What follows belongs to an exercise in optimizing a design on an open flow for small area, a short achievable clock period and few clock cycles per item; a production flow would make more cautious choices.
Where RTL was checked, it was by simulation tests only, not by an equivalence proof against the original.
Function not checked in runs 2 and 3: the RTL went through the layout flow alone.
Power figures rest on the tool's default switching activity, not on a simulated workload.

--- flow/config.mk ---
export PLATFORM = sky130hd
export DESIGN_NAME = de1soc_top
export DESIGN_NICKNAME = de1soc_top
export VERILOG_FILES = /design/flow/design.v
export SDC_FILE = /design/flow/constraint.sdc
export NUM_CORES = 4
export LEC_CHECK = 0
export CAP_MARGIN = 5
export CORE_MARGIN = 2
export CORE_UTILIZATION = 40
export CTS_CLUSTER_DIAMETER = 70
export CTS_CLUSTER_SIZE = 25
export SLEW_MARGIN = 5
--- flow/constraint.sdc ---
create_clock -name core_clock -period 16.0 [get_ports {clock}]
set_input_delay 3.2000 -clock core_clock [delete_from_list [all_inputs] [get_ports {clock}]]
set_output_delay 3.2000 -clock core_clock [all_outputs]
set_load 0.01 [all_outputs]
--- flow/design.v ---
`default_nettype none
package stream_pkg;
    localparam int word_bits      = 32;
    localparam int spare_bits     = 12;
    localparam int sample_bits    = 18;
    localparam int out_value_bits = 30;
    typedef struct packed {
        logic                   soft_reset;    
        logic                   last;          
        logic [spare_bits-1:0]  spare;         
        logic [sample_bits-1:0] sample;        
    } in_word_t;
    typedef struct packed {
        logic                      zero;       
        logic                      last;       
        logic [out_value_bits-1:0] value;      
    } out_word_t;
endpackage
`default_nettype wire
`default_nettype none
package model_pkg;
    localparam int value_bits   = 18;
    localparam int q_frac       = 8;
    localparam int input_width  = 28;    
    localparam int out_channels = 10;
    localparam int acc_bits     = 40;    
    localparam int index_bits   = $clog2(input_width + 1);
    localparam int weight_bits  = 5;     
    typedef logic signed [value_bits-1:0]  value_t;
    typedef logic signed [weight_bits-1:0] weight_t;
    typedef struct packed {
        value_t value;
        logic   last;
    } sample_t;
    typedef value_t [out_channels-1:0] channel_vec_t;
    function automatic weight_t weight_of(input int c, input int i);
        int raw;
        int centred;
        raw = (7 * c + 3 * i) % 31;
        centred = raw - 15;
        weight_of = centred[weight_bits-1:0];    
    endfunction
endpackage
`default_nettype wire
`default_nettype none
module stream_slice #(
    parameter int width = 1
) (
    input  logic     clock,
    input  logic     reset,
    input  logic [width-1:0] in_data,
    input  logic     in_valid,
    output logic [width-1:0] out_data,
    output logic     out_valid,
    input  logic     downstream_stall,
    output logic     upstream_stall
);
    logic load;
    assign load = !out_valid || !downstream_stall;    
    assign upstream_stall = out_valid && downstream_stall;
    always_ff @(posedge clock) begin
        if (reset) begin
            out_valid <= 1'b0;
        end else if (load) begin
            out_valid <= in_valid;
        end
    end
    always_ff @(posedge clock) begin
        if (load) begin
            out_data <= in_data;
        end
    end
endmodule
`default_nettype wire
`default_nettype none
module word_decode (
    input  logic                 clock,
    input  logic                 reset,
    input  stream_pkg::in_word_t word,
    input  logic                 word_valid,
    input  logic                 exec_ready,
    output model_pkg::sample_t   sample,
    output logic                 sample_valid,
    output logic                 stage_reset,
    output logic                 word_stall
);
    logic soft_word;    
    assign soft_word = word_valid && word.soft_reset;
    assign stage_reset = reset || soft_word;
    assign sample.value = word.sample;
    assign sample.last  = word.last;
    assign sample_valid = word_valid && !word.soft_reset;
    assign word_stall = word_valid && !word.soft_reset && !exec_ready;
endmodule
`default_nettype wire
`default_nettype none
module dense_execute (
    input  logic                    clock,
    input  logic                    reset,
    input  model_pkg::sample_t      sample,
    input  logic                    sample_valid,
    output logic                    in_ready,
    output model_pkg::channel_vec_t result,
    output logic                    result_valid,
    input  logic                    result_taken
);
    localparam int channels = model_pkg::out_channels;
    localparam int acc_bits = model_pkg::acc_bits;
    localparam logic signed [acc_bits-1:0] sat_max = (1 <<< (model_pkg::value_bits - 1)) - 1;
    localparam logic signed [acc_bits-1:0] sat_min = -(1 <<< (model_pkg::value_bits - 1));
    logic signed [acc_bits-1:0] acc [channels];
    logic signed [acc_bits-1:0] term [channels];
    logic signed [acc_bits-1:0] sum_next [channels];
    logic [channels*model_pkg::value_bits-1:0] scaled;    
    logic [model_pkg::index_bits-1:0] index;    
    logic weighted;
    logic accept;
    assign in_ready = !result_valid;    
    assign accept   = sample_valid && in_ready;
    assign weighted = index < model_pkg::input_width;
    for (genvar c = 0; c < channels; c++) begin : g_channel
        logic signed [model_pkg::weight_bits-1:0] weight;
        logic signed [acc_bits-1:0] shifted;
        assign weight = model_pkg::weight_of(c, int'(index));
        assign term[c] = $signed(sample.value) * weight;
        assign sum_next[c] = weighted ? acc[c] + term[c] : acc[c];    
        assign shifted = sum_next[c] >>> model_pkg::q_frac;
        assign scaled[c*model_pkg::value_bits +: model_pkg::value_bits] =
            (shifted > sat_max) ? sat_max[model_pkg::value_bits-1:0] :
            (shifted < sat_min) ? sat_min[model_pkg::value_bits-1:0] :
                                  shifted[model_pkg::value_bits-1:0];
    end
    always_ff @(posedge clock) begin
        if (reset) begin
            for (int c = 0; c < channels; c++) begin
                acc[c] <= '0;
            end
            index        <= '0;
            result_valid <= 1'b0;
        end else begin
            if (result_taken) begin
                result_valid <= 1'b0;
            end
            if (accept) begin
                if (sample.last) begin
                    for (int c = 0; c < channels; c++) begin
                        acc[c] <= '0;
                    end
                    index        <= '0;
                    result_valid <= 1'b1;
                end else begin
                    for (int c = 0; c < channels; c++) begin
                        acc[c] <= sum_next[c];
                    end
                    if (weighted) begin
                        index <= index + 1'b1;
                    end
                end
            end
        end
    end
    always_ff @(posedge clock) begin
        if (accept && sample.last) begin
            result <= scaled;
        end
    end
endmodule
`default_nettype wire
`default_nettype none
module result_serialize (
    input  logic                    clock,
    input  logic                    reset,
    input  model_pkg::channel_vec_t vector,
    input  logic                    vector_valid,
    output logic                    vector_taken,
    output stream_pkg::out_word_t   word,
    output logic                    word_valid,
    input  logic                    downstream_stall
);
    localparam int chan_bits       = $clog2(model_pkg::out_channels);
    localparam int word_value_bits = stream_pkg::out_value_bits;
    localparam logic [chan_bits-1:0] last_channel = chan_bits'(model_pkg::out_channels - 1);
    logic                    buffer_valid;
    logic [model_pkg::out_channels*model_pkg::value_bits-1:0] buffer;    
    logic [chan_bits-1:0]    channel;    
    model_pkg::value_t       current;
    assign vector_taken = vector_valid && !buffer_valid;
    always_ff @(posedge clock) begin
        if (reset) begin
            buffer_valid <= 1'b0;
            channel      <= '0;
        end else if (vector_taken) begin
            buffer_valid <= 1'b1;
            channel      <= '0;
        end else if (buffer_valid && !downstream_stall) begin
            if (channel == last_channel) begin
                buffer_valid <= 1'b0;    
                channel      <= '0;
            end else begin
                channel <= channel + 1'b1;
            end
        end
    end
    always_ff @(posedge clock) begin
        if (vector_taken) begin
            buffer <= vector;
        end
    end
    assign current    = buffer[channel*model_pkg::value_bits +: model_pkg::value_bits];
    assign word_valid = buffer_valid;
    always_comb begin
        word.zero  = 1'b0;
        word.last  = buffer_valid && (channel == last_channel);
        word.value = {{(word_value_bits - model_pkg::value_bits){current[model_pkg::value_bits-1]}},
                      current};    
    end
endmodule
`default_nettype wire
`default_nettype none
module de1soc_top (
    input  logic        clock,
    input  logic        reset,
    input  logic [31:0] in_data,
    input  logic        in_valid,
    output logic        upstream_stall,
    output logic [31:0] out_data,
    output logic        out_valid,
    input  logic        downstream_stall
);
    localparam int CH = 10;
    logic        b_v;        
    logic        b_soft;     
    logic        b_last;
    logic        b_first;    
    logic        b_stepn;    
    logic        b_wt;       
    logic [17:0] b_s;
    logic [4:0]  b_idx;      
    logic        nf;         
    logic        take, take_s, wt;
    logic        rdy;        
    assign take   = in_valid && rdy && !reset;
    assign take_s = take && !in_data[31];
    assign wt     = nf || (b_idx <= 5'd26);      
    always_ff @(posedge clock) begin
        b_v     <= take_s;
        b_soft  <= take && in_data[31];
        b_last  <= in_data[30];
        b_first <= take_s && nf;
        b_stepn <= take_s && !nf && wt;
        b_wt    <= take_s && wt;
        b_s     <= in_data[17:0];
        if (reset) begin
            nf <= 1'b1;
        end else if (take) begin
            if (in_data[31]) begin
                nf <= 1'b1;
            end else begin
                nf    <= in_data[30];
                b_idx <= nf ? 5'd0 : (b_idx == 5'd28 ? 5'd28 : b_idx + 5'd1);
            end
        end
    end
    logic rst_q;
    always_ff @(posedge clock) rst_q <= reset;
    logic [22:0] p;          
    logic [25:0] v;          
    always_ff @(posedge clock) begin
        p <= (b_first ? 23'd0 : p) + (b_wt ? {{5{b_s[17]}}, b_s} : 23'd0);
        v <= (b_first ? 26'd0 : v) + (b_stepn ? {{3{p[22]}}, p} : 26'd0);
    end
    logic        full;       
    logic        busy;       
    logic        seq;        
    logic [3:0]  slot;       
    logic        comp;
    logic        xfer, xfer_d;
    assign comp = b_v && b_last;
    assign xfer = (comp || full) && !busy;
    always_ff @(posedge clock) begin
        if (reset || b_soft) full <= 1'b0;
        else if (xfer)       full <= 1'b0;
        else if (comp)       full <= 1'b1;
        xfer_d <= xfer;
    end
    logic [22:0] s_sh;       
    logic [25:0] vn_sh;      
    logic [4:0]  l_sh;       
    always_ff @(posedge clock) begin
        if (xfer) l_sh <= (b_idx > 5'd27) ? 5'd27 : b_idx;
        if (xfer_d) begin
            s_sh <= p;
            vn_sh <= ~v;
        end
    end
    function automatic int order_of(input int k);
        case (k)
            0: order_of = 4;  1: order_of = 8;  2: order_of = 0;  3: order_of = 3;
            4: order_of = 7;  5: order_of = 2;  6: order_of = 6;  7: order_of = 1;
            8: order_of = 5;  default: order_of = 9;
        endcase
    endfunction
    function automatic int pos_of(input int c);
        pos_of = 0;
        for (int k = 0; k < 10; k++) if (order_of(k) == c) pos_of = k;
    endfunction
    function automatic logic [31:0] wrap_set(input int c);
        wrap_set = '0;
        for (int j = 1; j < 28; j++) if ((7 * c + 3 * j) % 31 < 3) wrap_set[j] = 1'b1;
    endfunction
    function automatic logic [4:0] weight_of(input int c, input int i);
        int r;
        r = (7 * c + 3 * i) % 31 - 15;
        weight_of = r[4:0];
    endfunction
    localparam int QW = 29;              
    logic [CH*QW-1:0] qv;
    for (genvar c = 0; c < CH; c++) begin : g_ch
        localparam int pos = pos_of(c);
        localparam logic [31:0] wset = wrap_set(c);
        logic        wrap, rd, clr;
        logic [24:0] q, addend, sum;
        logic [25:0] rc;
        logic [3:0]  pc;             
        assign wrap = b_v && wset[b_idx];
        assign rd   = seq && (slot == 4'(pos));
        assign clr  = rst_q || rd || (b_soft && !(seq && slot < 4'(pos)));
        assign addend = wrap ? {{2{p[22]}}, p} : 25'd0;
        assign rc[0] = 1'b0;
        for (genvar k = 0; k < 25; k++) begin : g_rc
            wire ci = (k % 5 == 0 && k > 0) ? pc[k/5-1] : rc[k];
            assign sum[k]  = q[k] ^ addend[k] ^ ci;
            assign rc[k+1] = (q[k] & addend[k]) | (q[k] & ci) | (addend[k] & ci);
        end
        always_ff @(posedge clock) begin
            if (clr) begin
                q  <= '0;
                pc <= '0;
            end else begin
                q  <= sum;
                pc <= {rc[20], rc[15], rc[10], rc[5]};
            end
        end
        assign qv[c*QW +: QW] = {pc, q};
    end
    logic [QW-1:0] qs;
    logic [4:0]    wl;
    logic [3:0]    cs;
    always_comb begin
        qs = '0;
        cs = '0;
        wl = '0;
        for (int k = 0; k < 10; k++) begin
            if (slot == 4'(k)) begin
                qs = qv[order_of(k)*QW +: QW];
                cs = 4'(order_of(k));
                for (int l = 0; l < 28; l++) if (l_sh == 5'(l)) wl = weight_of(order_of(k), l);
            end
        end
    end
    logic [2:0] one, two, neg;
    for (genvar d = 0; d < 3; d++) begin : g_booth
        logic b2, b1, b0;
        assign b0 = (d == 0) ? 1'b0 : wl[2*d-1];
        assign b1 = wl[2*d];
        assign b2 = (d == 2) ? wl[4] : wl[2*d+1];
        assign one[d] = b1 ^ b0;
        assign two[d] = (b2 & !b1 & !b0) | (!b2 & b1 & b0);
        assign neg[d] = b2 & !(b1 & b0);
    end
    logic        x_v;
    logic [3:0]  x_c;
    logic [24:0] x_q;
    logic [3:0]  x_pc;
    logic [2:0]  x_one, x_two, x_neg;
    always_ff @(posedge clock) begin
        x_v <= !reset && seq;
        x_c <= cs;
        {x_pc, x_q} <= qs;
        x_one <= one;
        x_two <= two;
        x_neg <= neg;
    end
    function automatic logic [51:0] csa(input logic [25:0] a, input logic [25:0] b,
                                        input logic [25:0] c);
        logic [25:0] s, k;
        s = a ^ b ^ c;
        k = (a & b) | (a & c) | (b & c);
        csa = {k[24:0], 1'b0, s};
    endfunction
    logic [25:0] pp [3];
    for (genvar d = 0; d < 3; d++) begin : g_pp
        logic [25:0] mag;
        assign mag = x_one[d] ? 26'({{3{s_sh[22]}}, s_sh}) << (2*d) :
                     x_two[d] ? 26'({{3{s_sh[22]}}, s_sh}) << (2*d+1) : 26'd0;
        assign pp[d] = mag ^ {26{x_neg[d]}};
    end
    logic [25:0] qx, corr;
    assign qx = {x_q[24], x_q};
    logic [2:0] ones;
    assign ones = 3'd3 + 3'(x_neg[0]) + 3'(x_neg[1]) + 3'(x_neg[2]);
    assign corr = {1'b0, {5{x_pc[3]}}, {5{x_pc[2]}}, {5{x_pc[1]}}, {5{x_pc[0]}}, 2'b0, ones};
    logic [25:0] r1s, r1c, r2s, r2c, r3s, r3c, r4s, r4c, r5s, r5c;
    logic [25:0] r6s, r6c;
    assign {r1c, r1s} = csa(qx << 5, ~qx, vn_sh);
    assign {r2c, r2s} = csa(pp[0], pp[1], pp[2]);
    assign {r3c, r3s} = csa({vn_sh[24:0], 1'b1}, corr, r1s);
    assign {r4c, r4s} = csa(r1c, r2s, r2c);
    assign {r5c, r5s} = csa(r3s, r3c, r4s);
    assign {r6c, r6s} = csa(r4c, r5s, r5c);
    logic        z_v;
    logic [3:0]  z_c;
    logic [25:0] z_s, z_c2;
    always_ff @(posedge clock) begin
        z_v  <= !reset && x_v;
        z_c  <= x_c;
        z_s  <= r6s;
        z_c2 <= r6c;
    end
    logic [25:0] tot;
    assign tot = z_s + z_c2;
    always_ff @(posedge clock) begin
        if (reset) begin
            seq  <= 1'b0;
            slot <= '0;
        end else if (xfer) begin
            seq  <= 1'b1;
            slot <= '0;
        end else if (seq) begin
            slot <= slot + 4'd1;
            if (slot == 4'd9) seq <= 1'b0;
        end
    end
    logic [CH*18-1:0] rbuf;
    for (genvar c = 0; c < CH; c++) begin : g_rbuf
        always_ff @(posedge clock) begin
            if (z_v && z_c == 4'(c)) rbuf[c*18 +: 18] <= tot[25:8];
        end
    end
    logic [3:0]  och;        
    logic        oload;
    logic        ordy;       
    logic [17:0] cur;
    logic        o_last;
    logic [17:0] o_val;
    logic        o_sgn;
    logic        ovn;        
    assign oload = ovn || !downstream_stall;
    logic [3:0]  wcnt;       
    logic [3:0]  opos;       
    always_comb begin
        opos = '0;
        for (int c = 0; c < 10; c++) if (och == 4'(c)) opos = 4'(pos_of(c));
    end
    always_ff @(posedge clock) begin
        if (xfer)     wcnt <= '0;
        else if (z_v) wcnt <= wcnt + 4'd1;
    end
    assign ordy  = busy && (wcnt > opos);
    assign cur   = rbuf[och*18 +: 18];
    always_ff @(posedge clock) begin
        if (reset) begin
            busy      <= 1'b0;
            och       <= '0;
            out_valid <= 1'b0;
            ovn       <= 1'b1;
        end else begin
            if (oload) begin
                out_valid <= ordy;
                ovn       <= !ordy;
            end
            if (xfer) begin
                busy <= 1'b1;
                och  <= '0;
            end else if (ordy && oload) begin
                och <= och + 4'd1;
                if (och == 4'd9) busy <= 1'b0;
            end
        end
    end
    always_ff @(posedge clock) begin
        if (oload) begin
            o_val  <= cur;
            o_last <= (och == 4'd9);
        end
        if (oload && ordy) begin
            o_sgn  <= cur[17];
        end
    end
    assign out_data = {1'b0, o_last, {6{o_val[17]}}, {6{o_sgn}}, o_val};
    logic full_n;
    assign full_n = !reset && !b_soft && !xfer && (comp || full);
    logic stall_n;
    assign stall_n = full_n || ((busy || xfer) && !reset && take_s && in_data[30]);
    always_ff @(posedge clock) begin
        upstream_stall <= stall_n;
        rdy            <= !stall_n;
    end
endmodule
`default_nettype wire
--- flow/flow/run.sh ---
#!/bin/bash
# The standard layout (standard.sh), except that timing repair aims for
# 11.7 ns of setup slack on the 16 ns clock (paths of about 4.3 ns) instead of 0,
# and the port buffers are buf_4 cells rather than the flow's default pick.
# The make output goes to flow_make.log; ORFS keeps each step's log under
# orfs/logs/.
set -euo pipefail
bash standard.sh SETUP_SLACK_MARGIN=11.7 'BUFFER_PORTS_ARGS=-buffer_cell sky130_fd_sc_hd__buf_4' finish > flow_make.log 2>&1
--- flow/standard.sh ---
#!/bin/bash
# synth_recipe.tcl (not shown) runs the flow's synth.tcl, then flattens the netlist and writes it again
# the make line also repeats each setting of config.mk as NAME=value (left out here)
make -C /OpenROAD-flow-scripts/flow DESIGN_CONFIG=/design/flow/config.mk WORK_HOME=/design/flow/orfs CLKGATE_MAP_FILE= SYNTH_SCRIPT=/design/flow/synth_recipe.tcl "${@:-finish}"
==> results.cfg, run 1 <==
[status]
status = complete, no violations

[setup_path]
crit_type = reg -> out
reg2reg_from = b_idx[0]
critPathBufInv = 2
reg2reg_slack_ns = 11.88
worstRegToRegCells = 15
startpoint_type = flip-flop
path_max_fanout = 7
crit_arrival_ns = 1.26
cp.required_ns = 12.80
cp_slowest_cell = edfxtp_1
endpoint_kind = output port
path_cells = buf_6 > buf_6
crit_path_frequent_cell = buf_6
cp_top_family = flip-flops
r2r-end = g_ch[3].q[19]
max_stage_delay_ns = 0.39

[logic_synthesis]
async_reset_ff_share_pct = 0
yosysTopAreaCell = dfxtp_1
synth.top_cell.area_share_pct = 22.7
synth-seq-cells = 739
syn_area_um2 = 42400
ys_types = 83
synthMostInstantiatedCell = dfxtp_1
ys_warn_count = 2
synthesis.nets = 4564
synthTopCellsByArea = dfxtp_1 (23%), edfxtp_1 (18%), fa_1 (17%)
ys_top_cells_by_count = dfxtp_1 (480), inv_1 (435), fa_1 (370)
synth_edf_count = 259
ys.flop_type = dfxtp_1
ys_seq_area_share_pct = 41.0
syn-instance-count = 4046
avgSynthCellArea_um2 = 10.5

[placed_design]
placed_cells = 5302
dp_hpwl_mm = 77.0
io_buffer_count = 56
place_congestion = 0.937

[power]
totalPowerFinal_mw = 5.63
vdd_drop_max_uv = 93.1
power_density_nw_per_um2 = 123
p_leak_nw = 18.1

[detailed_routing]
drt_first_pass_iters = 6
avgViaCountPerCell = 5.27
via_count = 28400
totalWireLength_mm = 107
drc_errors = 0
drt_iter0_drc = 2551
routedWlPerCell_um = 19.9
detail-route-antenna-nets = 0

[sta]
fin_skew_ns = 0.0466
slew_headroom_pct = 27.7
rsz0062_at_grt = yes
min_period_ns = 4.46
max_clock_freq_mhz = 224
drv_slew = 0
finalSetupTns_ns = 0
whs_ns = 0.336
worst_pin_slew_ns = 1.08
period_share_pct = 27.9
hold_viol = 0
setup_viol = 0

[floorplan]
die-width_um = 329
io-pin-count = 70
start_util_pct = 40.3
coreArea_um2 = 105000
rows = 119
fp.dieArea_um2 = 109000
die_h_um = 329

[cts]
cts_tree = done
numCtsBuffers = 45
clk_latency_ns = 0.64
holdBufCountCts = 0
htreeDepth = 2
cts-root-buf = clkbuf_16
numClockSinks = 739
clk_path_buf_depth = 3
clk_pin_slew_ns = 0.09

[hold_path]
hold_path_end = z_c[3]
hold_start = x_c[3]
hold_path_class = reg -> reg
whs_path_depth = 0

[job]
maxCapViolations = 0

[grt]
grt.total_usage_pct = 20.1
grt_pass1_vias = 28700
overflow = 0
grt_pass1_wl_mm = 170
antenna_found_initial = 2
grt_max_degree = 66

[finish]
synthToLayoutAreaGrowth_pct = 7.81
fin_nets = 4479
layout-drive-gt1-share_pct = 7.66
fin_cells = 5386
==> state kept, by name, indices dropped and copies added (netlist names), 2 cells and up <==
signal   cells
x_neg        3
g_ch.q     250
l_sh         5
g_ch.pc     40
b_s         18
v           26
x_c          4
x_two        2
vn_sh       26
z_c2        24
rbuf       180
p           23
x_q         25
z_s         24
b_idx        5
z_c          4
och          4
x_one        3
wcnt         4
x_pc         4
s_sh        23
o_val       18
slot         4
==> logic make-up (layout without fill, tap and decap cells) <==
family          Yosys count  after routing  share of synthesized area (%)
simple gates           1147           1147                           13.6
flops                   739            739                           41.0
compound gates          729            729                           11.7
buf+inv                 702            650                           6.53
fa+ha+maj               482            482                           20.8
xor+xnor                167            167                           3.45
mux                      79             79                           2.93
other cells               1              2                        0.00885
==> cells in the final DEF (no fill, tap or decap), types with 8 or more instances in the layout <==
cell type	instances
o221ai_1	17
and3_1	97
buf_6	24
o22ai_1	34
a31oi_1	40
a21o_1	20
nand2b_1	31
clkbuf_1	8
o211ai_1	39
nor2b_1	55
nand2_1	231
nor2_1	311
inv_1	435
o21ai_1	9
a221oi_1	11
mux2i_1	43
mux4_2	36
edfxtp_1	259
o21a_1	22
o21ai_0	139
ha_1	112
nor3_1	39
a21oi_1	158
fa_1	369
a211oi_1	21
clkbuf_16	45
and2_1	285
or2_2	12
xnor2_1	147
a22oi_1	82
xor2_1	20
a221o_1	52
nand4_1	8
buf_4	105
dfxtp_1	474
nand3_1	30
==> worst max-delay path by stage <==
stage | from | endpoint | depth (start not counted)
after floorplan | downstream_stall | och[3] | 6
after global placement | downstream_stall | och[3] | 6
after detailed placement | downstream_stall | och[3] | 6
after CTS | o_val[17] | out_data[28] | 2
after global routing | o_val[17] | out_data[28] | 2
final | o_val[17] | out_data[26] | 2
==> power by group <==
group,switching (mW),internal [mW],total [mW]
combinational,1.09,0.638,1.73
sequential,0.180,2.41,2.59
clock,0.719,0.589,1.31
total,1.99,3.64,5.63
==> layout make-up <==
type                    count  area, um2
flip-flops and latches    739      17400
repair buffers            129       1060
clock inverters            27        358
clock buffers              53       1160
fillers                 10100      59400
well taps                1391       1740
multi-input cells        2605      22300
diodes                      1       2.50
inverters                 441       1660
==> routing by layer <==
| metal | part of all wire (%) | vias to the layer above | track usage, % |
|---|---|---|---|
| met2 | 46 | 820 | 32.4 |
| met5 | 0 | - | 0 |
| met1 | 45 | 14000 | 28.1 |
| li1 | - | 13400 | - |
| met3 | 6.3 | 168 | 3.37 |
| met4 | 2.5 | 0 | 4.96 |
==> through the flow <==
stage	setup slack, ns	cell area, um2	utilization (%)
finish	11.54	45700	43.5
global route	11.48	45700	43.5
CTS	11.49	45600	43.4
detailed placement	11.21	44000	41.9
global placement	11.20	44000	41.9
floorplan	11.65	42400	-
==> worst reg2reg max path, delay by kind of cell (launching register included) <==
kind | cells | cell delay [ns]
adder cells (fa/ha/maj) | 6 | 2.23
AND/OR/NAND/NOR | 4 | 0.78
buffers and inverters | 4 | 0.50
flip-flops | 1 | 0.42
AO/OA/AOI/OAI | 1 | 0.14
==> what timing repair did <==
item	4_1_cts	5_1_grt
setup endpoints to repair	34	51
resized for setup	20	9
pin swaps	0	0
setup buffers	1	2
Testbench counts, summed over its fixed seeds: cycles 14,504, frames 512.
==> run 2: changes to the inputs <==
--- a/flow/design.v
+++ b/flow/design.v
@@ -443,7 +443,7 @@
     logic [17:0] cur;
     logic        o_last;
     logic [17:0] o_val;
-    logic        o_sgn;
+    logic        o_sgn, o_sgz;
     logic        ovn;        
     assign oload = ovn || !downstream_stall;
     logic [3:0]  wcnt;       
@@ -486,8 +486,11 @@
         if (oload && ordy) begin
             o_sgn  <= cur[17];
         end
+        if (oload) begin
+            o_sgz  <= ordy && cur[17];
+        end
     end
-    assign out_data = {1'b0, o_last, {6{o_val[17]}}, {6{o_sgn}}, o_val};
+    assign out_data = {1'b0, o_last, {4{o_val[17]}}, {4{o_sgn}}, {4{o_sgz}}, o_val};
     logic full_n;
     assign full_n = !reset && !b_soft && !xfer && (comp || full);
     logic stall_n;
--- a/flow/config.mk
+++ b/flow/config.mk
@@ -5,9 +5,9 @@
 export SDC_FILE = /design/flow/constraint.sdc
 export NUM_CORES = 4
 export LEC_CHECK = 0
-export CAP_MARGIN = 5
+export CAP_MARGIN = 20
 export CORE_MARGIN = 2
 export CORE_UTILIZATION = 40
 export CTS_CLUSTER_DIAMETER = 70
 export CTS_CLUSTER_SIZE = 25
-export SLEW_MARGIN = 5
+export SLEW_MARGIN = 20
==> run 2 against run 1 <==
Still clean. Synthesized area about the same. Synthesized cell count decreased by 0.17%. First-iteration DRC count decreased by 15%. Power about the same. Cell count increased by 0.17%. Non-clock buffer count increased by 7. Clock skew decreased by 0.0027 ns. Fmax increased by 0.22%. Sequential power decreased by 2%. Largest power group unchanged.
==> results.cfg, run 2 <==
[status]
status = complete, no violations

[logic_synthesis]
synthMostInstantiatedCell = dfxtp_1
ys.flop_type = dfxtp_1
ys_seq_area_share_pct = 41.1
synthesis.nets = 4557
avgSynthCellArea_um2 = 10.5
ys_warn_count = 2
yosysTopAreaCell = dfxtp_1
ys_top_cells_by_count = dfxtp_1 (480), inv_1 (434), fa_1 (370)
ys_types = 94
synth.top_cell.area_share_pct = 22.7
synth_edf_count = 260
synth-seq-cells = 740
syn_area_um2 = 42400
syn-instance-count = 4039
synthTopCellsByArea = dfxtp_1 (23%), edfxtp_1 (18%), fa_1 (17%)
async_reset_ff_share_pct = 0

[grt]
grt_pass1_vias = 28500
top_usage_layer = met2
use_met3_pct = 2.11
grt.total_usage_pct = 19.6
overflow = 0
grt_use_met2_pct = 31.8
grt_pass1_wl_mm = 166
grt_max_degree = 81
met1_usage_pct = 27.6
antenna_found_initial = 3

[sta]
drv_slew = 0
setup_viol = 0
finalSetupTns_ns = 0
min_period_ns = 4.45
rsz0062_at_grt = yes
max_clock_freq_mhz = 225
worst_pin_slew_ns = 1.13
period_share_pct = 27.8
slew_headroom_pct = 23.9
fin_skew_ns = 0.0439
hold_viol = 0
worst_slack_ns = 11.55

[cts]
cts_tree = done
numClockSinks = 740
cts-root-buf = clkbuf_16
clk_path_buf_depth = 3
htreeDepth = 2
clk_pin_slew_ns = 0.09
clk_latency_ns = 0.64
numCtsBuffers = 47

[setup_path]
critPathBufInv = 1
crit_cells = 1
startpoint_type = flip-flop
crit_arrival_ns = 1.25
path_cells = buf_4
crit_type = reg -> out
path_max_fanout = 4
worstRegToRegCells = 15
cp_top_family = flip-flops
cp_slowest_cell = edfxtp_1
max_stage_delay_ns = 0.46
cp.required_ns = 12.80
endpoint_kind = output port

[detailed_routing]
drt_iter0_drc = 2178
detail-route-antenna-nets = 0
via_count = 28600
drt_first_pass_iters = 7
drc_errors = 0
avgViaCountPerCell = 5.30
totalWireLength_mm = 105
routedWlPerCell_um = 19.4

[floorplan]
die-width_um = 330
coreArea_um2 = 105000
io-pin-count = 70
start_util_pct = 40.3
rows = 119
die_h_um = 330
fp.dieArea_um2 = 109000

[finish]
layout-drive-gt1-share_pct = 7.82
regMostFlops = g_ch.q
design_area_um2 = 45900
mostFrequentLayoutCells = dfxtp_1 (473), inv_1 (433), fa_1 (370), nor2_1 (306), edfxtp_1 (260)
synthToLayoutAreaGrowth_pct = 8.23
top_regs = g_ch.q: 250 flops, rbuf: 180 flops, g_ch.pc: 40 flops
fin_nets = 4483
final_common_cell = dfxtp_1
largest_reg_flops = 250

[placed_design]
place_area_um2 = 44000
place_congestion = 0.923
dp_hpwl_mm = 75.3
pre_cts_ws_ns = 11.14
io_buffer_count = 56

[power]
power_density_nw_per_um2 = 123
vdd_drop_max_uv = 99.6
p_leak_nw = 18.3

[job]
maxCapViolations = 0

[hold_path]
whs_path_depth = 0
hold_path_class = reg -> reg
[run 2: worst paths after layout]
path | start | to | slack (ns)
max | o_sgn | out_data[25] | 11.55
min | x_c[3] | z_c[3] | 0.33
max reg2reg | b_idx[0] | g_ch[3].q[19] | 11.91
min reg2reg | x_c[3] | z_c[3] | 0.33
[run 2: final cells by class]
cell class | count | area, um2
sequential | 740 | 17400
clock buffer | 57 | 1260
tap | 1391 | 1740
antenna | 2 | 5.00
timing repair buffer | 136 | 1130
inverter | 440 | 1660
clock inverter | 29 | 414
multi-input combinational | 2600 | 22200
fill | 10100 | 59200
[run 2: cells by family (layout without fill, tap and decap cells)]
logic type,Yosys count,count (layout),synth area share [%]
and+or+nand+nor,1162,1162,13.9
DFF,740,740,41.1
AOI/OAI and AO/OA,715,715,11.3
buffers and inverters,699,662,6.65
adders and majority gates,483,483,20.8
xor gates and xnor gates,160,160,3.31
muxes,79,79,2.93
other,1,3,0.00885
[run 2: timing repair]
action / CTS / global route
endpoints found under the setup margin: 34 / 51
pin swaps: 0 / 0
hold buffers: 0 / 0
cloned: 0 / 0
gates resized for setup: 18 / 12
buffers inserted: 0 / 3
[run 2: power breakdown]
part           internal (mW)  switching [mW]  total [mW]
Combinational          0.637            1.10        1.74
Sequential              2.39           0.133        2.53
Clock                  0.623           0.743        1.37
Total                   3.65            1.98        5.63
[run 2: per-layer routing]
metal | share of wire (%) | vias to the layer above
met4 | 3.0 | 0
met3 | 5.2 | 172
met2 | 47 | 827
li1 | - | 13400
met1 | 45 | 14200
met5 | 0 | -
[run 2: metrics by stage]
stage	util, %	hold slack (ns)	total power, mW	instances
2_1_floorplan	-	0.310	3.77	4039
3_3_place_gp	41.9	0.316	4.30	5303
3_5_place_dp	41.9	0.312	4.34	5303
4_1_cts	43.5	0.333	5.70	5389
5_1_grt	43.6	0.342	6.05	5394
6_report	43.6	0.332	5.63	5395
==> run 3: changes to the inputs <==
--- a/flow/design.v
+++ b/flow/design.v
@@ -242,6 +242,13 @@
     assign take   = in_valid && rdy && !reset;
     assign take_s = take && !in_data[31];
     assign wt     = nf || (b_idx <= 5'd26);      
+    logic [4:0]    nidx;
+    logic [CH-1:0] b_wrap;
+    assign nidx = nf ? 5'd0 : (b_idx == 5'd28 ? 5'd28 : b_idx + 5'd1);
+    for (genvar c = 0; c < CH; c++) begin : g_wf
+        localparam logic [31:0] wset = wrap_set(c);
+        always_ff @(posedge clock) b_wrap[c] <= take_s && wset[nidx];
+    end
     always_ff @(posedge clock) begin
         b_v     <= take_s;
         b_soft  <= take && in_data[31];
@@ -257,7 +264,7 @@
                 nf <= 1'b1;
             end else begin
                 nf    <= in_data[30];
-                b_idx <= nf ? 5'd0 : (b_idx == 5'd28 ? 5'd28 : b_idx + 5'd1);
+                b_idx <= nidx;
             end
         end
     end
@@ -317,12 +324,11 @@
     logic [CH*QW-1:0] qv;
     for (genvar c = 0; c < CH; c++) begin : g_ch
         localparam int pos = pos_of(c);
-        localparam logic [31:0] wset = wrap_set(c);
         logic        wrap, rd, clr;
         logic [24:0] q, addend, sum;
         logic [25:0] rc;
         logic [3:0]  pc;             
-        assign wrap = b_v && wset[b_idx];
+        assign wrap = b_wrap[c];
         assign rd   = seq && (slot == 4'(pos));
         assign clr  = rst_q || rd || (b_soft && !(seq && slot < 4'(pos)));
         assign addend = wrap ? {{2{p[22]}}, p} : 25'd0;
@@ -443,7 +449,6 @@
     logic [17:0] cur;
     logic        o_last;
     logic [17:0] o_val;
-    logic        o_sgn, o_sgz;
     logic        ovn;        
     assign oload = ovn || !downstream_stall;
     logic [3:0]  wcnt;       
@@ -483,14 +488,8 @@
             o_val  <= cur;
             o_last <= (och == 4'd9);
         end
-        if (oload && ordy) begin
-            o_sgn  <= cur[17];
-        end
-        if (oload) begin
-            o_sgz  <= ordy && cur[17];
-        end
     end
-    assign out_data = {1'b0, o_last, {4{o_val[17]}}, {4{o_sgn}}, {4{o_sgz}}, o_val};
+    assign out_data = {1'b0, o_last, {12{o_val[17]}}, o_val};
     logic full_n;
     assign full_n = !reset && !b_soft && !xfer && (comp || full);
     logic stall_n;
==> run 3 against run 2 <==
Worst hold slack barely moved. Still clean on timing, DRC and antenna. Final area barely moved. Clock skew rose by 0.020 ns. Synthesized cell count rose by 0.47%. Die area fell by 0.12%. Fmax fell by 1.5%. Global-route usage rose by 0.22 points.
==> results.cfg, run 3 <==
[power]
p_leak_nw = 18.2
p_seq_share_pct = 45.7
totalPowerFinal_mw = 5.67
p_sw_share_pct = 35.2
p_int_mw = 3.68
pwr-share-clk_pct = 23.9
power_switching_mw = 1.99
power_density_nw_per_um2 = 124
vdd_drop_max_uv = 106
pwr-share-comb_pct = 30.3

[logic_synthesis]
async_reset_ff_share_pct = 0
syn_area_um2 = 42300
ys_top_cells_by_count = dfxtp_1 (490), inv_1 (440), fa_1 (370)
synthMostInstantiatedCell = dfxtp_1
yosysTopAreaCell = dfxtp_1
synthMuxAreaShare_pct = 2.96
avgSynthCellArea_um2 = 10.4
yosys.area_share.simple_pct = 13.8
synth_top_family_by_area = adder cells
ys_seq_area_share_pct = 41.5
synth-xor-area-share_pct = 3.29
synthTopCellsByArea = dfxtp_1 (23%), edfxtp_1 (18%), fa_1 (17%)
synth_edf_count = 258
synth.top_cell.area_share_pct = 23.2
synthesis.nets = 4573
synthAdderAreaFrac_pct = 20.7
ys.flop_type = dfxtp_1
synth-seq-cells = 748
syn-instance-count = 4058
ys_warn_count = 2
ys_types = 80
synth_compound_area_share_pct = 11.3

[cts]
htreeDepth = 2
numCtsBuffers = 46
clk_pin_slew_ns = 0.09
cts_tree = done
clk_path_buf_depth = 3
holdBufCountCts = 0
numClockSinks = 748
clk_latency_ns = 0.66
cts-root-buf = clkbuf_16

[hold_path]
hold_path_class = reg -> reg

[floorplan]
fp.dieArea_um2 = 108000
die-width_um = 329
die_h_um = 329
start_util_pct = 40.3
coreArea_um2 = 105000
io-pin-count = 70
rows = 119

[setup_path]
startpoint_type = flip-flop
crit_arrival_ns = 1.32
max_stage_delay_ns = 0.40
cp_slowest_cell = edfxtp_1
crit_type = reg -> out
path_max_fanout = 13
path_cells = buf_6 > buf_4
endpoint_kind = output port
cp.required_ns = 12.80

[detailed_routing]
drt-met1-wl_mm = 49.5
wl_met2_mm = 48.4
avgViaCountPerCell = 5.27
routedWlPerCell_um = 19.5
detail-route-antenna-nets = 0
via_count = 28500
drt_iter0_drc = 2555
drc_errors = 0
route.met3.wl_mm = 5.77
drt_first_pass_iters = 6
dr.max_layer_used = met4
totalWireLength_mm = 106

[finish]
fin_nets = 4503
largest_reg_flops = 250
mostFrequentLayoutCells = dfxtp_1 (485), inv_1 (439), fa_1 (370), nor2_1 (325), and2_1 (325)
top_regs = g_ch.q: 250 flops, rbuf: 180 flops, g_ch.pc: 40 flops
multiInputGateArea_um2 = 22100
regMostFlops = g_ch.q
final_common_cell = dfxtp_1
layout-drive-gt1-share_pct = 7.35
regArea_um2 = 17600
fillCellCount = 10200
synthToLayoutAreaGrowth_pct = 8.26

[sta]
period_share_pct = 28.2
setup_viol = 0
drv_slew = 0
rsz0062_at_grt = yes
hold_viol = 0
slew_headroom_pct = 25.6
fin_skew_ns = 0.0643
finalSetupTns_ns = 0
worst_pin_slew_ns = 1.11
max_clock_freq_mhz = 221
min_period_ns = 4.52

[job]
maxCapViolations = 0

[placed_design]
io_buffer_count = 56
place_congestion = 0.962
dp_hpwl_mm = 76.9

[grt]
overflow = 0
grt_max_degree = 79
grt.total_usage_pct = 19.8
grt_pass1_vias = 28400
antenna_found_initial = 1
grt_pass1_wl_mm = 168

[status]
status = complete, no violations
[run 3: worst max-delay path, delay by kind of cell, from the launching register on]
family	cells	cell delay [ns]
DFF	1	0.40
buffers and inverters	2	0.30
[run 3: layout make-up]
| type | instances | share of cell area, % |
|---|---|---|
| multi-input cells | 2611 | 48.3 |
| flip-flops and latches | 748 | 38.3 |
| well taps | 1391 | 3.80 |
| inverters | 445 | 3.64 |
| clock buffers | 55 | 2.68 |
| repair buffers | 136 | 2.38 |
| clock inverters | 31 | 0.879 |
| diodes | 1 | 0.00546 |
[run 3: metrics by stage]
step	setup slack, ns	hold slack, ns	instance area [um2]	utilization (%)	std cells
2_1_floorplan	11.75	0.310	42300	-	4058
3_3_place_gp	11.28	0.313	44100	42.0	5330
3_5_place_dp	11.27	0.312	44100	42.0	5330
4_1_cts	11.45	0.333	45800	43.6	5417
5_1_grt	11.41	0.337	45800	43.6	5417
6_report	11.48	0.332	45800	43.6	5418
[run 3: timing repair]
item,in CTS,in global routing
gates resized for setup,14,6
endpoints found under the setup margin,32,36
setup buffers,1,0
pin swaps,0,0
[run 3: final timing paths]
path,startpoint,endpoint,slack [ns],cells past startpoint
worst max-delay path,o_val[17],out_data[27],11.48,2
worst min-delay path,x_c[3],z_c[3],0.33,0
worst max register to register,l_sh[4],x_one[1],11.87,11
worst min register to register,x_c[3],z_c[3],0.33,0
[run 3: power by group through the flow]
| stage | logic [mW] | registers (mW) | clock network, mW |
|---|---|---|---|
| floorplan | 1.26 | 2.50 | 0 |
| global placement | 1.71 | 2.64 | 0 |
| finish | 1.72 | 2.59 | 1.36 |
| CTS | 1.75 | 2.59 | 1.40 |
| global route | 1.99 | 2.61 | 1.47 |
| detailed placement | 1.74 | 2.64 | 0 |
[run 3: logic make-up after synthesis]
kind of cell	Yosys count
xor gates and xnor gates	159
and+or+nand+nor	1171
DFF	748
buffers and inverters	699
adders and majority gates	479
AOI/OAI and AO/OA	721
other	1
muxes	80
[run 3: layer usage]
metal  vias up  global-route usage, %
met5         -                      0
met1     14200                   28.9
li1      13400                      -
met3       144                   2.43
met2       777                   31.6
met4         0                   4.30
==> run 4: changes to the inputs <==
--- a/flow/design.v
+++ b/flow/design.v
@@ -242,13 +242,6 @@
     assign take   = in_valid && rdy && !reset;
     assign take_s = take && !in_data[31];
     assign wt     = nf || (b_idx <= 5'd26);      
-    logic [4:0]    nidx;
-    logic [CH-1:0] b_wrap;
-    assign nidx = nf ? 5'd0 : (b_idx == 5'd28 ? 5'd28 : b_idx + 5'd1);
-    for (genvar c = 0; c < CH; c++) begin : g_wf
-        localparam logic [31:0] wset = wrap_set(c);
-        always_ff @(posedge clock) b_wrap[c] <= take_s && wset[nidx];
-    end
     always_ff @(posedge clock) begin
         b_v     <= take_s;
         b_soft  <= take && in_data[31];
@@ -264,7 +257,7 @@
                 nf <= 1'b1;
             end else begin
                 nf    <= in_data[30];
-                b_idx <= nidx;
+                b_idx <= nf ? 5'd0 : (b_idx == 5'd28 ? 5'd28 : b_idx + 5'd1);
             end
         end
     end
@@ -324,11 +317,12 @@
     logic [CH*QW-1:0] qv;
     for (genvar c = 0; c < CH; c++) begin : g_ch
         localparam int pos = pos_of(c);
+        localparam logic [31:0] wset = wrap_set(c);
         logic        wrap, rd, clr;
         logic [24:0] q, addend, sum;
         logic [25:0] rc;
         logic [3:0]  pc;             
-        assign wrap = b_wrap[c];
+        assign wrap = b_v && wset[b_idx];
         assign rd   = seq && (slot == 4'(pos));
         assign clr  = rst_q || rd || (b_soft && !(seq && slot < 4'(pos)));
         assign addend = wrap ? {{2{p[22]}}, p} : 25'd0;
@@ -375,13 +369,11 @@
         assign neg[d] = b2 & !(b1 & b0);
     end
     logic        x_v;
-    logic [3:0]  x_c;
     logic [24:0] x_q;
     logic [3:0]  x_pc;
     logic [2:0]  x_one, x_two, x_neg;
     always_ff @(posedge clock) begin
         x_v <= !reset && seq;
-        x_c <= cs;
         {x_pc, x_q} <= qs;
         x_one <= one;
         x_two <= two;
@@ -415,16 +407,18 @@
     assign {r5c, r5s} = csa(r3s, r3c, r4s);
     assign {r6c, r6s} = csa(r4c, r5s, r5c);
     logic        z_v;
-    logic [3:0]  z_c;
-    logic [25:0] z_s, z_c2;
+    logic [17:0] z_s, z_c2;      
+    logic        z_c8;           
+    logic [8:0]  low;
+    assign low = {1'b0, r6s[7:0]} + {1'b0, r6c[7:0]};
     always_ff @(posedge clock) begin
         z_v  <= !reset && x_v;
-        z_c  <= x_c;
-        z_s  <= r6s;
-        z_c2 <= r6c;
+        z_s  <= r6s[25:8];
+        z_c2 <= r6c[25:8];
+        z_c8 <= low[8];
     end
-    logic [25:0] tot;
-    assign tot = z_s + z_c2;
+    logic [17:0] tot;
+    assign tot = z_s + z_c2 + 18'(z_c8);
     always_ff @(posedge clock) begin
         if (reset) begin
             seq  <= 1'b0;
@@ -440,7 +434,7 @@
     logic [CH*18-1:0] rbuf;
     for (genvar c = 0; c < CH; c++) begin : g_rbuf
         always_ff @(posedge clock) begin
-            if (z_v && z_c == 4'(c)) rbuf[c*18 +: 18] <= tot[25:8];
+            if (z_v && wcnt == 4'(pos_of(c))) rbuf[c*18 +: 18] <= tot;
         end
     end
     logic [3:0]  och;        
@@ -449,6 +443,7 @@
     logic [17:0] cur;
     logic        o_last;
     logic [17:0] o_val;
+    logic        o_sgn;
     logic        ovn;        
     assign oload = ovn || !downstream_stall;
     logic [3:0]  wcnt;       
@@ -488,8 +483,11 @@
             o_val  <= cur;
             o_last <= (och == 4'd9);
         end
+        if (oload && ordy) begin
+            o_sgn  <= cur[17];
+        end
     end
-    assign out_data = {1'b0, o_last, {12{o_val[17]}}, o_val};
+    assign out_data = {1'b0, o_last, {6{o_val[17]}}, {6{o_sgn}}, o_val};
     logic full_n;
     assign full_n = !reset && !b_soft && !xfer && (comp || full);
     logic stall_n;
--- a/flow/config.mk
+++ b/flow/config.mk
@@ -7,7 +7,7 @@
 export LEC_CHECK = 0
 export CAP_MARGIN = 20
 export CORE_MARGIN = 2
-export CORE_UTILIZATION = 40
+export CORE_UTILIZATION = 80
 export CTS_CLUSTER_DIAMETER = 70
 export CTS_CLUSTER_SIZE = 25
 export SLEW_MARGIN = 20
==> run 4 against run 3 <==
Sequential power about the same. Global-route usage increased by 28 points. Combinational power increased by 25%. Routed wire length increased by 22%. Critical endpoint is now z_c8.
==> results.cfg, run 4 <==
[grt]
grt_pass1_wl_mm = 193
grt_max_degree = 87
overflow = 0
grt.total_usage_pct = 47.3
grt_pass1_vias = 34000
antenna_found_initial = 8

[power]
totalPowerFinal_mw = 5.94
p_sw_share_pct = 38.7
power_density_nw_per_um2 = 134
vdd_drop_max_uv = 174
p_seq_share_pct = 43.4
pwr-share-comb_pct = 36.2
p_int_mw = 3.64
pwr-share-clk_pct = 20.4
p_leak_nw = 18.2
power_switching_mw = 2.30

[sta]
period_share_pct = 28.6
whs_ns = 0.462
worst_slack_ns = 11.43
worst_pin_slew_ns = 1.30
rsz0062_at_grt = yes
fin_skew_ns = 0.0602
finalSetupTns_ns = 0
drv_slew = 0
min_period_ns = 4.57
setup_viol = 0
hold_viol = 0
max_clock_freq_mhz = 219
slew_headroom_pct = 13.1

[cts]
clk_pin_slew_ns = 0.11
htreeDepth = 2
holdBufCountCts = 0
cts_tree = done
clk_latency_ns = 0.64
cts-root-buf = clkbuf_16
numClockSinks = 720
clk_path_buf_depth = 3
numCtsBuffers = 40

[logic_synthesis]
synthMostInstantiatedCell = dfxtp_1
ys_warn_count = 2
synth.top_cell.area_share_pct = 21.9
ys_seq_area_share_pct = 40.4
synth_edf_count = 259
ys_types = 90
synthTopCellsByArea = dfxtp_1 (22%), edfxtp_1 (18%), fa_1 (18%)
avgSynthCellArea_um2 = 10.4
ys_top_cells_by_count = dfxtp_1 (461), inv_1 (439), fa_1 (372)
synth-seq-cells = 720
ys.flop_type = dfxtp_1
async_reset_ff_share_pct = 0
yosysTopAreaCell = dfxtp_1
syn-instance-count = 4040
synthesis.nets = 4561
syn_area_um2 = 42100

[status]
status = complete, no violations

[setup_path]
path_max_fanout = 10
cp.required_ns = 16.52
crit_type = reg -> reg
startpoint_type = flip-flop
crit_arrival_ns = 5.09
endpoint_kind = flip-flop

[finish]
regArea_um2 = 17000
mostFrequentLayoutCells = dfxtp_1 (450), inv_1 (438), fa_1 (372), nor2_1 (341), and2_1 (285)
layout-drive-gt1-share_pct = 7.43
top_regs = g_ch.q: 250 flops, rbuf: 180 flops, g_ch.pc: 40 flops
synthToLayoutAreaGrowth_pct = 5.23
final_common_cell = dfxtp_1
final_core_util_pct = 84.6
largest_reg_flops = 250
fillCellCount = 2456
design_area_um2 = 44300
multiInputGateArea_um2 = 22300
fin_cells = 4665
fin_nets = 4462
regMostFlops = g_ch.q

[placed_design]
place_congestion = 0.979
dp_hpwl_mm = 81.7
pre_cts_ws_ns = 10.95
place_area_um2 = 42600
placed_cells = 4568
io_buffer_count = 56

[detailed_routing]
totalWireLength_mm = 129
avgViaCountPerCell = 7.11
detail-route-antenna-nets = 0
routedWlPerCell_um = 27.7
drt_first_pass_iters = 10
drc_errors = 0
drt_iter0_drc = 4902
via_count = 33200

[job]
maxCapViolations = 0

[floorplan]
coreArea_um2 = 52300
die_h_um = 233
fp.dieArea_um2 = 54500
io-pin-count = 70
die-width_um = 233
start_util_pct = 80.4
rows = 84

[hold_path]
hold_path_class = reg -> reg
## run 4: changes by cell type in the layout (fill, tap and decap cells not counted), sizes merged, moves of 27 or more
cell,change
a221oi,+66
a221o,-50
a211oi,+47
a21oi,+46
o21ai,-45
and3,+42
dfxtp,-29
and2,-27
## run 4: cell families after synthesis
logic type / synth area share [%]
flops: 40.4
xor+xnor: 3.45
mux: 2.95
simple gates: 14.1
other cells: 0.00891
buf+inv: 6.77
fa+ha+maj: 21.1
compound gates: 11.3
## run 4: path summary, 6_finish.rpt
check,start,end,slack (ns),cells past startpoint
min,v[1],vn_sh[1],0.46,1
max reg2reg,x_two[1],z_c8,11.43,17
max,x_two[1],z_c8,11.43,17
min reg2reg,v[1],vn_sh[1],0.46,1
## run 4: power groups by stage
stage	Combinational [mW]	Sequential [mW]	Clock (mW)
final	2.15	2.58	1.21
after global routing	2.33	2.57	1.25
after CTS	2.01	2.55	1.18
after detailed placement	1.93	2.60	0
after global placement	1.72	2.58	0
after floorplan	1.38	2.43	0
## run 4: repair_timing
item                                    in CTS  in global routing
gates resized for setup                     39                 20
cloned                                       2                  0
setup buffers                               10                  7
endpoints found under the setup margin      42                 87
## run 4: layer usage
layer | GRT usage [%] | wire length (um) | up-vias | part of all wire (%)
met5 | 0 | 26 | - | 0.020
met4 | 34.5 | 12200 | 4 | 9.4
met3 | 13.3 | 16400 | 1044 | 13
met2 | 74.5 | 59700 | 3114 | 46
met1 | 55.9 | 40800 | 15700 | 32
li1 | - | - | 13300 | -
## run 4: area by class of cell
cell class,instances,area share [%]
timing repair inverter,1,0.0113
antenna,6,0.0339
multi-input combinational,2615,50.5
inverter,444,3.78
clock inverter,16,0.438
timing repair buffer,119,2.30
clock buffer,56,2.58
sequential,720,38.5
tap,688,1.94
## run 4: worst max-delay path, cell delays in order, from the launching register on
cell and delay, ns:
dfxtp_1 0.45, nor2b_4 0.23, buf_6 0.21, a22oi_1 0.12
xnor2_1 0.18, fa_1 0.54, inv_1 0.06, fa_1 0.50
inv_1 0.05, fa_1 0.56, fa_1 0.44, ha_1 0.31
a21o_1 0.15, a21o_1 0.17, a21oi_1 0.19, nor2b_1 0.07
o21ai_0 0.14, nand2b_1 0.07
Testbench counts of run 4, summed over its fixed seeds: cycles 14,504, frames 512.
==> run 5: changes to the inputs <==
--- a/flow/config.mk
+++ b/flow/config.mk
@@ -7,7 +7,7 @@
 export LEC_CHECK = 0
 export CAP_MARGIN = 20
 export CORE_MARGIN = 2
-export CORE_UTILIZATION = 80
+export CORE_UTILIZATION = 65
 export CTS_CLUSTER_DIAMETER = 70
 export CTS_CLUSTER_SIZE = 25
 export SLEW_MARGIN = 20
==> run 5 against run 4 <==
Still clean on timing, DRC and antenna. Power down 3.7%. Final area is 0.94% higher. Sequential share of layout area down 0.36 points. Critical path depth shrank 16. Critical endpoint is now out_data[19]. Highest routed layer is now met4.
==> results.cfg, run 5 <==
[cts]
clk_pin_slew_ns = 0.10
clk_path_buf_depth = 3
clk_latency_ns = 0.62
holdBufCountCts = 0
htreeDepth = 2
numClockSinks = 720
cts-root-buf = clkbuf_16
numCtsBuffers = 43
cts_tree = done

[grt]
grt.total_usage_pct = 32.6
overflow = 0
grt_pass1_vias = 30900
grt_max_degree = 69
antenna_found_initial = 1
grt_pass1_wl_mm = 171

[logic_synthesis]
yosysTopAreaCell = dfxtp_1
synthTopCellsByArea = dfxtp_1 (22%), edfxtp_1 (18%), fa_1 (18%)
synth-seq-cells = 720
async_reset_ff_share_pct = 0
syn-instance-count = 4040
synthMostInstantiatedCell = dfxtp_1
synth.top_cell.area_share_pct = 21.9
ys_top_cells_by_count = dfxtp_1 (461), inv_1 (439), fa_1 (372)
ys_seq_area_share_pct = 40.4
ys_types = 90
ys_warn_count = 2
synth_edf_count = 259
ys.flop_type = dfxtp_1
avgSynthCellArea_um2 = 10.4
synthesis.nets = 4561
syn_area_um2 = 42100

[status]
status = complete, no violations

[power]
pwr-share-comb_pct = 33.5
p_leak_nw = 18.3
vdd_drop_max_uv = 143
p_int_mw = 3.65
power_switching_mw = 2.07
power_density_nw_per_um2 = 128
p_sw_share_pct = 36.3
p_seq_share_pct = 44.4
pwr-share-clk_pct = 22.1

[detailed_routing]
drt_first_pass_iters = 6
detail-route-antenna-nets = 0
drt_iter0_drc = 2719
avgViaCountPerCell = 6.11
routedWlPerCell_um = 22.1
via_count = 29500
totalWireLength_mm = 107
drc_errors = 0

[setup_path]
cp_slowest_cell = edfxtp_1
crit_cells = 1
r2r-end = z_c8
timing.critical_path.to = out_data[19]
cp_top_family = flip-flops
critPathBufInv = 1
worstRegToRegCells = 17
critPathLaunch = o_sgn
max_stage_delay_ns = 0.48
reg2reg_from = x_one[0]
startpoint_type = flip-flop
crit_type = reg -> out
cp.required_ns = 12.80
endpoint_kind = output port
reg2reg_slack_ns = 11.75
crit_arrival_ns = 1.27
path_cells = buf_4
path_max_fanout = 6

[finish]
regMostFlops = g_ch.q
final_core_util_pct = 69.6
fin_nets = 4468
fin_cells = 4836
synthToLayoutAreaGrowth_pct = 6.22
mostFrequentLayoutCells = dfxtp_1 (451), inv_1 (439), fa_1 (372), nor2_1 (341), and2_1 (288)
fillCellCount = 4645
layout-drive-gt1-share_pct = 7.61
top_regs = g_ch.q: 250 flops, rbuf: 180 flops, g_ch.pc: 40 flops
diodes = 0
final_common_cell = dfxtp_1
largest_reg_flops = 250

[sta]
whs_ns = 0.436
setup_viol = 0
worst_pin_slew_ns = 1.14
period_share_pct = 27.9
max_clock_freq_mhz = 224
slew_headroom_pct = 23.5
worst_slack_ns = 11.53
rsz0062_at_grt = yes
drv_slew = 0
hold_viol = 0
fin_skew_ns = 0.0331
min_period_ns = 4.47
finalSetupTns_ns = 0

[floorplan]
die_h_um = 258
rows = 93
io-pin-count = 70
fp.dieArea_um2 = 66800
coreArea_um2 = 64200
die-width_um = 258
start_util_pct = 65.5

[placed_design]
pre_cts_ws_ns = 11.07
place_congestion = 0.968
placed_cells = 4741
io_buffer_count = 56
dp_hpwl_mm = 76.9

[job]
maxCapViolations = 0

[hold_path]
hold_path_class = reg -> reg
[run 5: cell counts after synthesis]
No cell type changed its count.
[run 5: final cells by class]
cell class	instances	area (um2)	area share, %
timing repair buffer	123	1070	2.40
clock buffer	57	1210	2.71
multi-input combinational	2615	22400	50.0
sequential	720	17000	38.1
inverter	444	1670	3.74
clock inverter	22	298	0.666
tap	855	1070	2.39
[run 5: kinds of logic after synthesis]
kind of cell / share of synthesized area, %
and+or+nand+nor: 14.1
DFF: 40.4
AOI/OAI and AO/OA: 11.3
buffers and inverters: 6.77
adders and majority gates: 21.1
xor gates and xnor gates: 3.45
muxes: 2.95
other: 0.00891
[run 5: worst register-to-register path, stage by stage, from the launching register on]
cell	delay, ns
dfxtp_4	0.37
buf_12	0.15
nor2b_4	0.06
buf_8	0.13
buf_4	0.14
a22oi_1	0.18
xnor2_1	0.18
fa_1	0.47
fa_1	0.52
inv_1	0.06
fa_1	0.59
fa_1	0.43
ha_1	0.30
a21o_1	0.17
a21oi_1	0.14
nor2b_1	0.06
o21ai_1	0.13
nand2b_1	0.06
[run 5: power groups by stage]
stage	Clock, mW	Combinational [mW]	Sequential [mW]
4_1_cts	1.28	1.89	2.54
3_3_place_gp	0	1.77	2.58
2_1_floorplan	0	1.38	2.43
3_5_place_dp	0	1.87	2.59
5_1_grt	1.34	2.20	2.56
6_report	1.26	1.92	2.54
[run 5: worst min path at each step]
stage,slack [ns],cells after the start,start,endpoint
2_1_floorplan,0.41,1,x_v,z_v
5_1_grt,0.45,1,x_v,z_v
6_report,0.44,1,x_v,z_v
4_1_cts,0.44,1,x_v,z_v
3_3_place_gp,0.42,1,x_v,z_v
3_5_place_dp,0.43,1,x_v,z_v
[run 5: layer usage]
layer / wire [um] / global-route usage (%) / vias to the layer above
met1: 43700 / 43.6 / 14900
met4: 3880 / 11.2 / 0
met3: 6430 / 3.74 / 233
li1: - / - / 13300
met2: 53000 / 55.6 / 1109
met5: 0 / 0 / -
[run 5: what timing repair did]
item                                    4_1_cts  5_1_grt
endpoints found under the setup margin       32       58
resized for setup                            26       30
pin swaps                                     0        5
cloned                                        0        4
setup buffers                                 1       11
[run 5: metrics by stage]
stage	instance area, um2	power [mW]
finish	44700	5.72
global placement	42800	4.34
CTS	44400	5.72
global route	44700	6.09
floorplan	42100	3.81
detailed placement	42800	4.45
==> run 6: changes to the inputs <==
--- a/flow/config.mk
+++ b/flow/config.mk
@@ -7,7 +7,7 @@
 export LEC_CHECK = 0
 export CAP_MARGIN = 20
 export CORE_MARGIN = 2
-export CORE_UTILIZATION = 65
+export CORE_UTILIZATION = 75
 export CTS_CLUSTER_DIAMETER = 70
 export CTS_CLUSTER_SIZE = 25
 export SLEW_MARGIN = 20
==> run 6 against run 5 <==
Critical endpoint is now out_data[25]. Sequential power about the same. Flip-flop and latch count unchanged. Non-clock buffer count up 1. Via count up 6.6%.
==> results.cfg, run 6 <==
[status]
status = complete, no violations

[detailed_routing]
routedWlPerCell_um = 25.1
totalWireLength_mm = 119
via_count = 31500
drc_errors = 0
detail-route-antenna-nets = 0
avgViaCountPerCell = 6.66
drt_iter0_drc = 3726
drt_first_pass_iters = 8

[cts]
numClockSinks = 720
htreeDepth = 2
numCtsBuffers = 41
clk_latency_ns = 0.64
cts-root-buf = clkbuf_16
cts_tree = done
holdBufCountCts = 0
clk_path_buf_depth = 3
clk_pin_slew_ns = 0.09

[setup_path]
endpoint_kind = output port
crit_type = reg -> out
cp_slowest_cell = edfxtp_1
crit_path_frequent_cell = buf_6
path_cells = buf_6 > buf_6
cp.required_ns = 12.80
cp_top_family = flip-flops
path_max_fanout = 7
startpoint_type = flip-flop
max_stage_delay_ns = 0.39
crit_arrival_ns = 1.27
critPathBufInv = 2

[logic_synthesis]
ys.flop_type = dfxtp_1
async_reset_ff_share_pct = 0
yosysTopAreaCell = dfxtp_1
ys_types = 90
ys_warn_count = 2
ys_seq_area_share_pct = 40.4
synthMostInstantiatedCell = dfxtp_1
synth-seq-cells = 720
synthesis.nets = 4561
syn-instance-count = 4040
avgSynthCellArea_um2 = 10.4
syn_area_um2 = 42100
synth.top_cell.area_share_pct = 21.9
synth_edf_count = 259
ys_top_cells_by_count = dfxtp_1 (461), inv_1 (439), fa_1 (372)
synthTopCellsByArea = dfxtp_1 (22%), edfxtp_1 (18%), fa_1 (18%)

[sta]
worst_pin_slew_ns = 1.26
min_period_ns = 4.47
finalSetupTns_ns = 0
setup_viol = 0
period_share_pct = 28.0
rsz0062_at_grt = yes
hold_viol = 0
fin_skew_ns = 0.0452
drv_slew = 0
whs_ns = 0.463
slew_headroom_pct = 15.4
max_clock_freq_mhz = 224

[power]
power_density_nw_per_um2 = 132
p_seq_share_pct = 43.6
pwr-share-comb_pct = 35.8
power_switching_mw = 2.23
p_int_mw = 3.62
p_leak_nw = 18.2
totalPowerFinal_mw = 5.85
p_sw_share_pct = 38.1
pwr-share-clk_pct = 20.5
vdd_drop_max_uv = 210

[hold_path]
hold_path_class = reg -> reg

[finish]
mostFrequentLayoutCells = dfxtp_1 (448), inv_1 (439), fa_1 (372), nor2_1 (341), and2_1 (289)
diodes = 0
multiInputGateArea_um2 = 22300
final_common_cell = dfxtp_1
design_area_um2 = 44400
regMostFlops = g_ch.q
fillCellCount = 3140
layout-drive-gt1-share_pct = 7.47
synthToLayoutAreaGrowth_pct = 5.43
fin_cells = 4724
fin_nets = 4467
largest_reg_flops = 250
top_regs = g_ch.q: 250 flops, rbuf: 180 flops, g_ch.pc: 40 flops
regArea_um2 = 17000

[floorplan]
die-width_um = 241
coreArea_um2 = 55300
start_util_pct = 76.1
fp.dieArea_um2 = 58000
die_h_um = 241
io-pin-count = 70
rows = 86

[grt]
met1_usage_pct = 50.4
grt_max_degree = 85
grt_pass1_vias = 33000
grt_use_met2_pct = 68.3
grt.total_usage_pct = 41.3
antenna_found_initial = 1
top_usage_layer = met2
use_met3_pct = 7.83
overflow = 0
grt_pass1_wl_mm = 182

[placed_design]
placed_cells = 4629
io_buffer_count = 56
dp_hpwl_mm = 79.0
place_area_um2 = 42700
place_congestion = 0.986

[job]
maxCapViolations = 0
[run 6: cell counts after synthesis]
No cell type changed its count.
[run 6: worst paths after layout]
kind / start / end / slack [ns] / depth (start not counted)
worst max-delay path: o_val[17] / out_data[25] / 11.53 / 2
worst min register to register: v[24] / vn_sh[24] / 0.46 / 1
worst max register to register: x_two[0] / z_c8 / 11.59 / 17
worst min-delay path: v[24] / vn_sh[24] / 0.46 / 1
[run 6: kinds of logic after synthesis]
kind of cell / share of synthesized area (%)
and+or+nand+nor: 14.1
buffers and inverters: 6.77
DFF: 40.4
adders and majority gates: 21.1
AOI/OAI and AO/OA: 11.3
other: 0.00891
xor gates and xnor gates: 3.45
muxes: 2.95
[run 6: power groups by stage]
stage               Sequential [mW]  Clock [mW]  Combinational (mW)
floorplan                      2.43           0                1.38
global placement               2.57           0                1.73
detailed placement             2.59           0                1.91
CTS                            2.54        1.19                1.99
global route                   2.56        1.25                2.28
finish                         2.55        1.20                2.10
[run 6: per-stage QoR]
step | worst slack [ns] | utilization (%)
floorplan | 11.65 | -
global route | 11.47 | 80.2
finish | 11.53 | 80.2
CTS | 11.53 | 79.8
detailed placement | 11.01 | 77.1
global placement | 11.14 | 77.1
[run 6: layout make-up]
cell class	count	share of cell area, %
multi-input cells	2615	50.3
flip-flops and latches	720	38.4
inverters	444	3.76
clock buffers	51	2.44
repair buffers	124	2.37
well taps	748	2.11
clock inverters	22	0.575
[run 6: per-layer routing]
metal	share of wire, %	wire [um]
met3	9.6	11400
met2	48	57200
met5	0	0
met4	6.9	8220
met1	35	41800
[run 6: timing repair]
action,CTS,global route
buffers inserted,3,16
cloned,1,1
resized for setup,37,17
setup endpoints to repair,33,59
[run 6: worst register-to-register path, stage by stage (launching register included)]
cell and delay [ns]:
dfxtp_1 0.39, nor2b_4 0.21, buf_6 0.19, a22oi_1 0.11, xnor2_1 0.15, fa_1 0.48, inv_1 0.06, fa_1 0.51
inv_1 0.06, fa_1 0.57, fa_1 0.43, ha_1 0.31, a21o_1 0.16, a21o_1 0.17, a21oi_1 0.18, nor2b_1 0.07
o21ai_0 0.14, nand2b_1 0.07

separate check: timing with driven ports:
No port has a modelled driver above. Below, the same layouts with a new extraction and two added sets of constraints. Step 1 sets driving cells, clkbuf_16 on the clock port and buf_2 on the other inputs (assumed; they add their load-dependent delay and slew). Step 2 also shifts input and output timing later by t, the mid clock arrival at the registers, as if the neighbouring blocks saw the same clock. Three values: no drivers, after step 1, after step 2; two values: the first two.
| run | t, ns | setup slack, ns | worst setup path after step 2 | worst slew at a driven data input, ns | cell pins on the clock port's net |
|---|---|---|---|---|---|
| run 1 | 0.680 | 11.540 / 11.473 / 11.235 | input to register | 0.03 | 1 |
| run 2 | 0.688 | 11.550 / 11.484 / 11.274 | input to register | 0.10 | 1 |
| run 3 | 0.693 | 11.483 / 11.419 / 11.224 | input to register | 0.03 | 1 |
| run 4 | 0.687 | 11.427 / 11.385 / 11.177 | input to register | 0.05 | 1 |
| run 5 | 0.672 | 11.530 / 11.463 / 11.271 | input to register | 0.10 | 1 |
| run 6 | 0.689 | 11.527 / 11.461 / 11.172 | input to register | 0.04 | 1 |
After both steps every run listed still meets setup and hold. The setup slack of run 6, which loses most, moves by -0.066 ns with the drivers and by -0.355 ns with both steps.
